What follows belongs to an exercise in optimizing a design on an open flow for small area and few clock cycles per item; a production flow would make more cautious choices. RTL that was checked went through simulation tests only; none was proved equivalent to the original. Power figures rest on the tool's default switching activity, not on a simulated workload.

## the reference run
==> flow/design.v <==
package vtrs_pkg;
  localparam logic [7:0] CH_SLASH = 8'h2F;
  localparam logic [7:0] CH_COLON = 8'h3A;
  localparam logic [7:0] CH_QUOTE = 8'h27;
  localparam logic [7:0] CH_SPACE = 8'h20;
  localparam logic [7:0] CH_TAB   = 8'h09;
  localparam logic [7:0] CH_LF    = 8'h0A;
  localparam logic [7:0] CH_CR    = 8'h0D;
  localparam logic [7:0] CH_ZERO  = 8'h30;
  localparam logic [7:0] CH_NINE  = 8'h39;
endpackage
module vtrs_ring (
  input  logic       clk_i,
  input  logic       wr_i,
  input  logic [7:0] byte_i,
  input  logic [4:0] rd_pos_i,
  output logic [7:0] rd_byte_o
);
  logic [30:0][7:0] ring_q;
  always_ff @(posedge clk_i) begin
    ring_q <= {ring_q[29:0], wr_i ? byte_i : ring_q[30]};
  end
  assign rd_byte_o = ring_q[rd_pos_i];
endmodule
module view_tag_record_scanner (
  input  logic        clk_i,
  input  logic        rst_ni,
  input  logic        in_valid_i,
  output logic        in_ready_o,
  input  logic [7:0]  in_text_byte_i,
  input  logic        in_end_of_data_i,
  output logic        out_valid_o,
  input  logic        out_ready_i,
  output logic [1:0]  out_item_kind_o,
  output logic [7:0]  out_char_code_o,
  output logic [31:0] out_channel_o,
  output logic        out_is_signed_o,
  output logic        out_is_integer_o,
  output logic        out_last_o
);
  localparam logic [3:0] S_IDLE  = 4'd0;
  localparam logic [3:0] S_T1    = 4'd1;
  localparam logic [3:0] S_T2    = 4'd2;
  localparam logic [3:0] S_T3    = 4'd3;
  localparam logic [3:0] S_T4    = 4'd4;
  localparam logic [3:0] S_T5    = 4'd5;
  localparam logic [3:0] S_T6    = 4'd6;
  localparam logic [3:0] S_SL    = 4'd7;
  localparam logic [3:0] S_COLON = 4'd8;
  localparam logic [3:0] S_NAME  = 4'd9;
  localparam logic [3:0] S_SKA   = 4'd10;   
  localparam logic [3:0] S_SKN   = 4'd11;   
  localparam logic [3:0] S_SK2   = 4'd12;   
  localparam logic [3:0] S_PARAM = 4'd13;
  localparam logic [3:0] S_NUM   = 4'd14;
  logic [7:0] b;
  assign b = in_text_byte_i;
  logic [3:0]  st_q;
  logic        sgn_q, intg_q;
  logic [4:0]  nlen_q, nfpos_q, plen_q, pfpos_q;
  logic        nstop_q, pstop_q;
  logic [31:0] acc_q;
  logic        bad_q;
  logic        ev_q, ek1_q, ek0_q;
  logic [4:0]  epos_q, ecnt_q;
  logic        esgn_q, eintg_q;
  logic is_quote, is_sep, is_digit, is_zero, let_ok;
  logic [7:0] lc, exp_let;
  assign is_quote = b == vtrs_pkg::CH_QUOTE;
  assign is_sep   = is_quote || (b == vtrs_pkg::CH_SPACE) || (b == vtrs_pkg::CH_TAB) ||
                    (b == vtrs_pkg::CH_LF) || (b == vtrs_pkg::CH_CR);
  assign is_digit = (b >= vtrs_pkg::CH_ZERO) && (b <= vtrs_pkg::CH_NINE);
  assign is_zero  = b == 8'h00;
  assign lc       = b | 8'h20;
  always_comb begin
    unique case (st_q[2:0])
      3'd1:    exp_let = intg_q ? 8'h6F : 8'h69;
      3'd2:    exp_let = intg_q ? 8'h6E : (sgn_q ? 8'h67 : 8'h65);
      3'd3:    exp_let = intg_q ? 8'h74 : (sgn_q ? 8'h6E : 8'h77);
      3'd4:    exp_let = 8'h72;
      3'd5:    exp_let = 8'h6F;
      default: exp_let = 8'h6C;
    endcase
  end
  assign let_ok = lc == exp_let;
  logic [4:0] epos_rot, nfpos_rot, pfpos_rot;
  logic       hand, e_name, e_param, e_end, coll;
  assign epos_rot  = (epos_q == 5'd30) ? 5'd0 : epos_q + 5'd1;
  assign nfpos_rot = (nfpos_q == 5'd30) ? 5'd0 : nfpos_q + 5'd1;
  assign pfpos_rot = (pfpos_q == 5'd30) ? 5'd0 : pfpos_q + 5'd1;
  assign hand    = ev_q && out_ready_i;
  assign e_name  = ev_q && !ek1_q && !ek0_q;
  assign e_param = ev_q && ek0_q;
  assign e_end   = ev_q && ek1_q;
  assign coll    = epos_rot < ecnt_q;
  logic rec_ok, n_take, p_take, n_wr, p_wr, hold, accept, start;
  assign rec_ok = (nlen_q != 5'd0) && !bad_q && (acc_q != 32'd0);
  assign n_take = (st_q == S_NAME) && !is_sep && !nstop_q && !is_zero;
  assign p_take = (st_q == S_PARAM) && !is_sep && !pstop_q && !is_zero;
  always_comb begin
    hold = 1'b0;
    if (n_take) begin
      hold = ((nlen_q != 5'd0) && (nfpos_q + 5'd1 != nlen_q)) || (e_name && coll);
    end
    if (p_take) begin
      hold = ((plen_q != 5'd0) && (pfpos_q + 5'd1 != plen_q)) || (e_param && coll);
    end
    if ((st_q == S_SKA) && is_quote && !intg_q && e_name) begin
      hold = 1'b1;
    end
    if ((st_q == S_NUM) && (is_digit || is_quote) && ev_q) begin
      hold = 1'b1;
    end
  end
  assign in_ready_o = !hold;
  assign accept = in_valid_i && !hold;
  assign n_wr   = accept && n_take;
  assign p_wr   = accept && p_take;
  assign start  = accept && (st_q == S_NUM) && is_quote && rec_ok;
  logic [35:0] acc_next;
  assign acc_next = {4'd0, acc_q} * 36'd10 + {32'd0, b[3:0]};
  always_ff @(posedge clk_i or negedge rst_ni) begin
    if (!rst_ni) begin
      st_q <= S_IDLE;
    end else if (accept) begin
      if (in_end_of_data_i) begin
        st_q <= S_IDLE;
      end else begin
        unique case (st_q)
          S_IDLE:  st_q <= (b == vtrs_pkg::CH_SLASH) ? S_SL : S_IDLE;
          S_SL:    st_q <= ((lc == 8'h76) || (lc == 8'h73) || (lc == 8'h63)) ? S_T1 : S_IDLE;
          S_COLON: st_q <= (b == vtrs_pkg::CH_COLON) ? S_NAME : S_IDLE;
          S_NAME:  st_q <= is_sep ? S_SKA : S_NAME;
          S_SKA:   st_q <= !is_quote ? S_SKA : (intg_q ? S_NUM : S_PARAM);
          S_PARAM: st_q <= !is_sep ? S_PARAM : (is_quote ? S_SKN : S_SK2);
          S_SK2:   st_q <= is_quote ? S_SKN : S_SK2;
          S_SKN:   st_q <= is_quote ? S_NUM : S_SKN;
          S_NUM:   st_q <= is_quote ? S_IDLE : S_NUM;
          default: begin
            if (!let_ok) begin
              st_q <= S_IDLE;
            end else if (intg_q ? (st_q[2:0] == 3'd6) : (st_q[2:0] == 3'd3)) begin
              st_q <= S_COLON;
            end else begin
              st_q <= st_q + 4'd1;
            end
          end
        endcase
      end
    end
  end
  always_ff @(posedge clk_i) begin
    if (accept && (st_q == S_SL)) begin
      sgn_q  <= lc == 8'h73;
      intg_q <= lc == 8'h63;
    end
    if (st_q == S_COLON) begin
      nlen_q  <= 5'd0;
      nstop_q <= 1'b0;
    end else if (accept && n_take) begin
      nlen_q  <= nlen_q + 5'd1;
      nstop_q <= nlen_q == 5'd30;
    end else if (accept && (st_q == S_NAME) && is_zero) begin
      nstop_q <= 1'b1;
    end
    nfpos_q <= (n_wr && (nlen_q == 5'd0)) ? 5'd0 : nfpos_rot;
    if (accept && (st_q == S_SKA) && is_quote && !intg_q) begin
      plen_q  <= 5'd0;
      pstop_q <= 1'b0;
    end else if (accept && p_take) begin
      plen_q  <= plen_q + 5'd1;
      pstop_q <= plen_q == 5'd30;
    end else if (accept && (st_q == S_PARAM) && is_zero) begin
      pstop_q <= 1'b1;
    end
    pfpos_q <= (p_wr && (plen_q == 5'd0)) ? 5'd0 : pfpos_rot;
    if ((!ev_q && (st_q != S_NUM)) || (e_end && out_ready_i)) begin
      acc_q <= 32'd0;
    end else if (accept && (st_q == S_NUM) && is_digit) begin
      acc_q <= acc_next[31:0];
    end
    if (st_q != S_NUM) begin
      bad_q <= 1'b0;
    end else if (accept && !is_quote && (!is_digit || (acc_next[35:32] != 4'd0))) begin
      bad_q <= 1'b1;
    end
  end
  logic [7:0] n_byte, p_byte;
  vtrs_ring u_name (
    .clk_i     (clk_i),
    .wr_i      (n_wr),
    .byte_i    (b),
    .rd_pos_i  (epos_q),
    .rd_byte_o (n_byte)
  );
  vtrs_ring u_param (
    .clk_i     (clk_i),
    .wr_i      (p_wr),
    .byte_i    (b),
    .rd_pos_i  (epos_q),
    .rd_byte_o (p_byte)
  );
  always_ff @(posedge clk_i or negedge rst_ni) begin
    if (!rst_ni) begin
      ev_q <= 1'b0;
    end else if (start) begin
      ev_q <= 1'b1;
    end else if (e_end && out_ready_i) begin
      ev_q <= 1'b0;
    end
  end
  always_ff @(posedge clk_i) begin
    if (start) begin
      ek1_q   <= 1'b0;
      ek0_q   <= 1'b0;
      epos_q  <= nfpos_rot;
      ecnt_q  <= nlen_q;
      esgn_q  <= sgn_q;
      eintg_q <= intg_q;
    end else if (hand) begin
      if (ecnt_q != 5'd1) begin
        ecnt_q <= ecnt_q - 5'd1;
      end else if (e_name && !eintg_q && (plen_q != 5'd0)) begin
        ek0_q  <= 1'b1;
        epos_q <= pfpos_rot;
        ecnt_q <= plen_q;
      end else begin
        ek1_q <= 1'b1;
        ek0_q <= 1'b0;
      end
    end else begin
      epos_q <= epos_rot;
    end
  end
  assign out_valid_o      = ev_q;
  assign out_item_kind_o  = {ek1_q, ek0_q};
  assign out_char_code_o  = ek1_q ? 8'h00 : (ek0_q ? p_byte : n_byte);
  assign out_channel_o    = ek1_q ? acc_q : 32'd0;
  assign out_is_signed_o  = esgn_q;
  assign out_is_integer_o = eintg_q;
  assign out_last_o       = ek1_q;
endmodule
clock: 5.0 ns
lec_check: 0
cap_margin: 20
core_margin: 2
core_utilization: 40
slew_margin: 20
run.sh (not shown) runs the stock make flow with config.mk's settings and CLKGATE_MAP_FILE= SYNTH_SCRIPT=/design/flow/synth_recipe.tcl, a recipe that flattens the netlist after the stock synthesis.
Testbench counts of the reference run, summed over its fixed seeds: cycles 41,501, bytes 40,918.
Changes in the trial run relative to the reference run:
--- a/flow/design.v
+++ b/flow/design.v
@@ -117,9 +117,9 @@
   assign n_wr   = accept && n_take;
   assign p_wr   = accept && p_take;
   assign start  = accept && (st_q == S_NUM) && is_quote && rec_ok;
   logic [35:0] acc_next;
-  assign acc_next = {4'd0, acc_q} * 36'd10 + {32'd0, b[3:0]};
+  assign acc_next = {1'b0, acc_q, 3'b000} + {3'b000, acc_q, 1'b0} + {32'd0, b[3:0]};
   always_ff @(posedge clk_i or negedge rst_ni) begin
     if (!rst_ni) begin
       st_q <= S_IDLE;
     end else if (accept) begin
--- outcome ---
- Relative to the reference run, the buffering stage count on the worst path with inverters included of the trial run is higher by 1.
- A slowest cell on the critical path of sky130_fd_sc_hd__o311ai_4 is what the trial run shows, while sky130_fd_sc_hd__clkdlybuf4s50_1 belongs to the reference run.
- Between the reference run and the trial run, clock power increased.
- The reference run has higher post-placement cell count than the trial run.
- Changes observed in the trial run relative to the reference run: layout cell share with drive strength beyond 1 lower, met3 routing resource usage after global routing rose by 0.49 points.
- NOTE: non-filler instance count after layout in the trial run falls short of that of the reference run
Only the layout flow was run in the trial run; the RTL was not checked for function there.

Setup of run 1:
view_tag_record_scanner, a different RTL version from the one above (not shown whole).
For scale: roughly 1400 cells after synthesis, about 580 flip-flops.
clock: 5.0 ns
lec_check: 0
cap_margin: 20
core_margin: 2
core_utilization: 40
cts_cluster_diameter: 80
cts_cluster_size: 30
slew_margin: 20
standard.sh (not shown) runs the stock make flow with config.mk's settings and CLKGATE_MAP_FILE= SYNTH_SCRIPT=/design/flow/synth_recipe.tcl, a recipe that flattens the netlist after the stock synthesis.
==> flow/flow/run.sh <==
#!/bin/bash
# Standard layout, with clock tree synthesis told not to add dummy loads and
# the port buffers made with the smallest buffer cell.
# Each tool's full output stays in orfs/logs; make's own output goes to standard.log.
set -euo pipefail
bash standard.sh \
  CTS_ARGS="-sink_clustering_enable -repair_clock_nets -sink_clustering_size 30 -sink_clustering_max_diameter 80 -dont_use_dummy_load" \
  BUFFER_PORTS_ARGS="-buffer_cell sky130_fd_sc_hd__buf_1" \
  finish > standard.log 2>&1
Run 1 completed end to end with timing, DRC and antenna clean.
Testbench counts of run 1, summed over its fixed seeds: cycles 42,523, bytes 40,918.
Relative to run 1, the following input files were edited for run 2:
diff --git a/flow/design.v b/flow/design.v
--- a/flow/design.v
+++ b/flow/design.v
@@ -101,28 +101,38 @@
   localparam logic [4:0] N_TAP1 = 5'd8;
   localparam logic [4:0] N_TAP2 = 5'd16;
   localparam logic [4:0] N_TAP3 = 5'd24;
   localparam logic [4:0] P_TAP0 = 5'd6;
   localparam logic [4:0] P_TAP1 = 5'd14;
   localparam logic [4:0] P_TAP2 = 5'd22;
   localparam logic [4:0] P_TAP3 = 5'd29;
+  logic rec_ok, n_take, p_take, n_wr, p_wr, hold, accept, start;
   logic [4:0] fpos_rot, nfpos_rot, pfpos_rot;
   logic       f_name, f_param, coll, o_free, f_tap, load, o_end_go;
-  assign fpos_rot  = (fpos_q == 5'd30) ? 5'd0 : fpos_q + 5'd1;
+  logic       fv_e, fk1_e, fk0_e, fintg_e;
+  logic [4:0] fpos_e, fcnt_e;
+  assign fv_e    = fv_q || start;
+  assign fk1_e   = fk1_q && !start;
+  assign fk0_e   = fk0_q && !start;
+  assign fintg_e = start ? intg_q : fintg_q;
+  assign fpos_e  = start ? nfpos_q : fpos_q;
+  assign fcnt_e  = start ? nlen_q : fcnt_q;
+  assign fpos_rot  = (fpos_e == 5'd30) ? 5'd0 : fpos_e + 5'd1;
   assign nfpos_rot = (nfpos_q == 5'd30) ? 5'd0 : nfpos_q + 5'd1;
   assign pfpos_rot = (pfpos_q == 5'd30) ? 5'd0 : pfpos_q + 5'd1;
   assign f_name  = fv_q && !fk1_q && !fk0_q;
   assign f_param = fv_q && fk0_q;
-  assign coll    = fpos_rot < fcnt_q;
+  logic [4:0] fpos_q_rot;
+  assign fpos_q_rot = (fpos_q == 5'd30) ? 5'd0 : fpos_q + 5'd1;
+  assign coll    = fpos_q_rot < fcnt_q;
   assign o_free  = !ov_q || out_ready_i;
-  assign f_tap   = fk0_q ? (((fpos_q[2:0] == 3'd6) && (fpos_q[4:3] != 2'd3)) || (fpos_q == 5'd29))
-                         : (fpos_q[2:0] == 3'd0);
-  assign load    = fv_q && o_free && (fk1_q || f_tap);
+  assign f_tap   = fk0_e ? (((fpos_e[2:0] == 3'd6) && (fpos_e[4:3] != 2'd3)) || (fpos_e == 5'd29))
+                         : (fpos_e[2:0] == 3'd0);
+  assign load    = fv_e && o_free && (fk1_e || f_tap);
   assign o_end_go = ov_q && ok1_q && out_ready_i;
-  logic rec_ok, n_take, p_take, n_wr, p_wr, hold, accept, start;
   assign rec_ok = (nlen_q != 5'd0) && !bad_q && nz_q;
   assign n_take = (st_q == S_NAME) && !is_sep && !nstop_q && !is_zero;
   assign p_take = (st_q == S_PARAM) && !is_sep && !pstop_q && !is_zero;
   always_comb begin
     hold = 1'b0;
     if (n_take) begin
       hold = ((nlen_q != 5'd0) && (nfpos_q + 5'd1 != nlen_q)) || (f_name && coll);
@@ -222,50 +232,49 @@
     .TAP1 (N_TAP1),
     .TAP2 (N_TAP2),
     .TAP3 (N_TAP3)
   ) u_name (
     .clk_i     (clk_i),
     .wr_i      (n_wr),
     .byte_i    (b),
-    .rd_sel_i  (fpos_q[4:3]),
+    .rd_sel_i  (fpos_e[4:3]),
     .rd_byte_o (n_byte)
   );
   vtrs_ring #(
     .TAP0 (P_TAP0),
     .TAP1 (P_TAP1),
     .TAP2 (P_TAP2),
     .TAP3 (P_TAP3)
   ) u_param (
     .clk_i     (clk_i),
     .wr_i      (p_wr),
     .byte_i    (b),
-    .rd_sel_i  (fpos_q[4:3]),
+    .rd_sel_i  (fpos_e[4:3]),
     .rd_byte_o (p_byte)
   );
   always_ff @(posedge clk_i or negedge rst_ni) begin
     if (!rst_ni) begin
       fv_q <= 1'b0;
-    end else if (start) begin
-      fv_q <= 1'b1;
-    end else if (load && fk1_q) begin
-      fv_q <= 1'b0;
+    end else begin
+      fv_q <= fv_e && !(load && fk1_e);
     end
   end
   always_ff @(posedge clk_i) begin
     if (start) begin
-      fk1_q   <= 1'b0;
-      fk0_q   <= 1'b0;
-      fpos_q  <= nfpos_rot;
-      fcnt_q  <= nlen_q;
       fsgn_q  <= sgn_q;
       fintg_q <= intg_q;
-    end else if (load) begin
-      if (fcnt_q != 5'd1) begin
-        fcnt_q <= fcnt_q - 5'd1;
-      end else if (!fk0_q && !fintg_q && (plen_q != 5'd0)) begin
+    end
+    fk1_q  <= fk1_e;
+    fk0_q  <= fk0_e;
+    fcnt_q <= fcnt_e;
+    fpos_q <= fpos_e;
+    if (load) begin
+      if (fcnt_e != 5'd1) begin
+        fcnt_q <= fcnt_e - 5'd1;
+      end else if (!fk0_e && !fintg_e && (plen_q != 5'd0)) begin
         fk0_q  <= 1'b1;
         fpos_q <= pfpos_rot;
         fcnt_q <= plen_q;
       end else begin
         fk1_q <= 1'b1;
         fk0_q <= 1'b0;
       end
@@ -280,17 +289,17 @@
       ov_q <= 1'b1;
     end else if (out_ready_i) begin
       ov_q <= 1'b0;
     end
   end
   always_ff @(posedge clk_i) begin
     if (load) begin
-      ok1_q   <= fk1_q;
-      ok0_q   <= fk0_q;
-      ochar_q <= fk1_q ? 8'h00 : (fk0_q ? p_byte : n_byte);
+      ok1_q   <= fk1_e;
+      ok0_q   <= fk0_e;
+      ochar_q <= fk1_e ? 8'h00 : (fk0_e ? p_byte : n_byte);
     end
   end
   assign out_valid_o      = ov_q;
   assign out_item_kind_o  = {ok1_q, ok0_q};
   assign out_char_code_o  = ochar_q;
   assign out_channel_o    = ok1_q ? acc_q : 32'd0;
   assign out_is_signed_o  = fsgn_q;
--- outcome ---
- Routed metal-1 wirelength: run 2 higher than run 1
- Comparing hold slack for run 1 and run 2, the smaller number came from run 1.
- reg2reg as the critical path class was reported by run 2, and reg2out by run 1.
- Changes observed in run 2 relative to run 1: layout cell share with drive strength beyond 1 up 0.57 points; setup slack after layout down 59 ps; final design instance area without fill up 1.8%.
Only the layout flow was run in run 2; the RTL was not checked for function there.

==> static timing again, ports no longer ideal <==
The results above use ideal ports. As a check the final layouts listed here were re-extracted and re-timed, cells and wires unchanged. Step 1 (the two cells are an assumption about what drives the block):
set clk [get_ports {clk_i}]
set_driving_cell -lib_cell sky130_fd_sc_hd__clkbuf_16 $clk
set_driving_cell -lib_cell sky130_fd_sc_hd__buf_2 [delete_from_list [all_inputs] $clk]
Step 2 times the ports against the registers' clock, not the clock port: input delays grow and output delays shrink by t, the midpoint of the rising clock arrivals with the driver on. Three values: no drivers, after step 1, after step 2; two values: the first two.
| run | t (ns) | setup WS [ns] | hold WS [ns] | worst slew at a driven data input, ns |
|---|---|---|---|---|
| the reference run | 0.647 | 0.145 / 0.092 / 0.262 | 0.332 / 0.332 / 0.332 | 0.10 |
| the trial run | 0.659 | 0.195 / 0.140 / 0.164 | 0.343 / 0.343 / 0.343 | 0.09 |
| run 1 | 0.613 | 0.554 / 0.499 / 0.615 | 0.278 / 0.278 / 0.278 | 0.06 |
| run 2 | 0.621 | 0.495 / 0.475 / 0.483 | 0.290 / 0.290 / 0.290 | 0.05 |
After both steps setup and hold are still met in every run listed. The setup slack of the trial run, which loses most, moves by -0.055 ns with the drivers and by -0.031 ns with both steps.
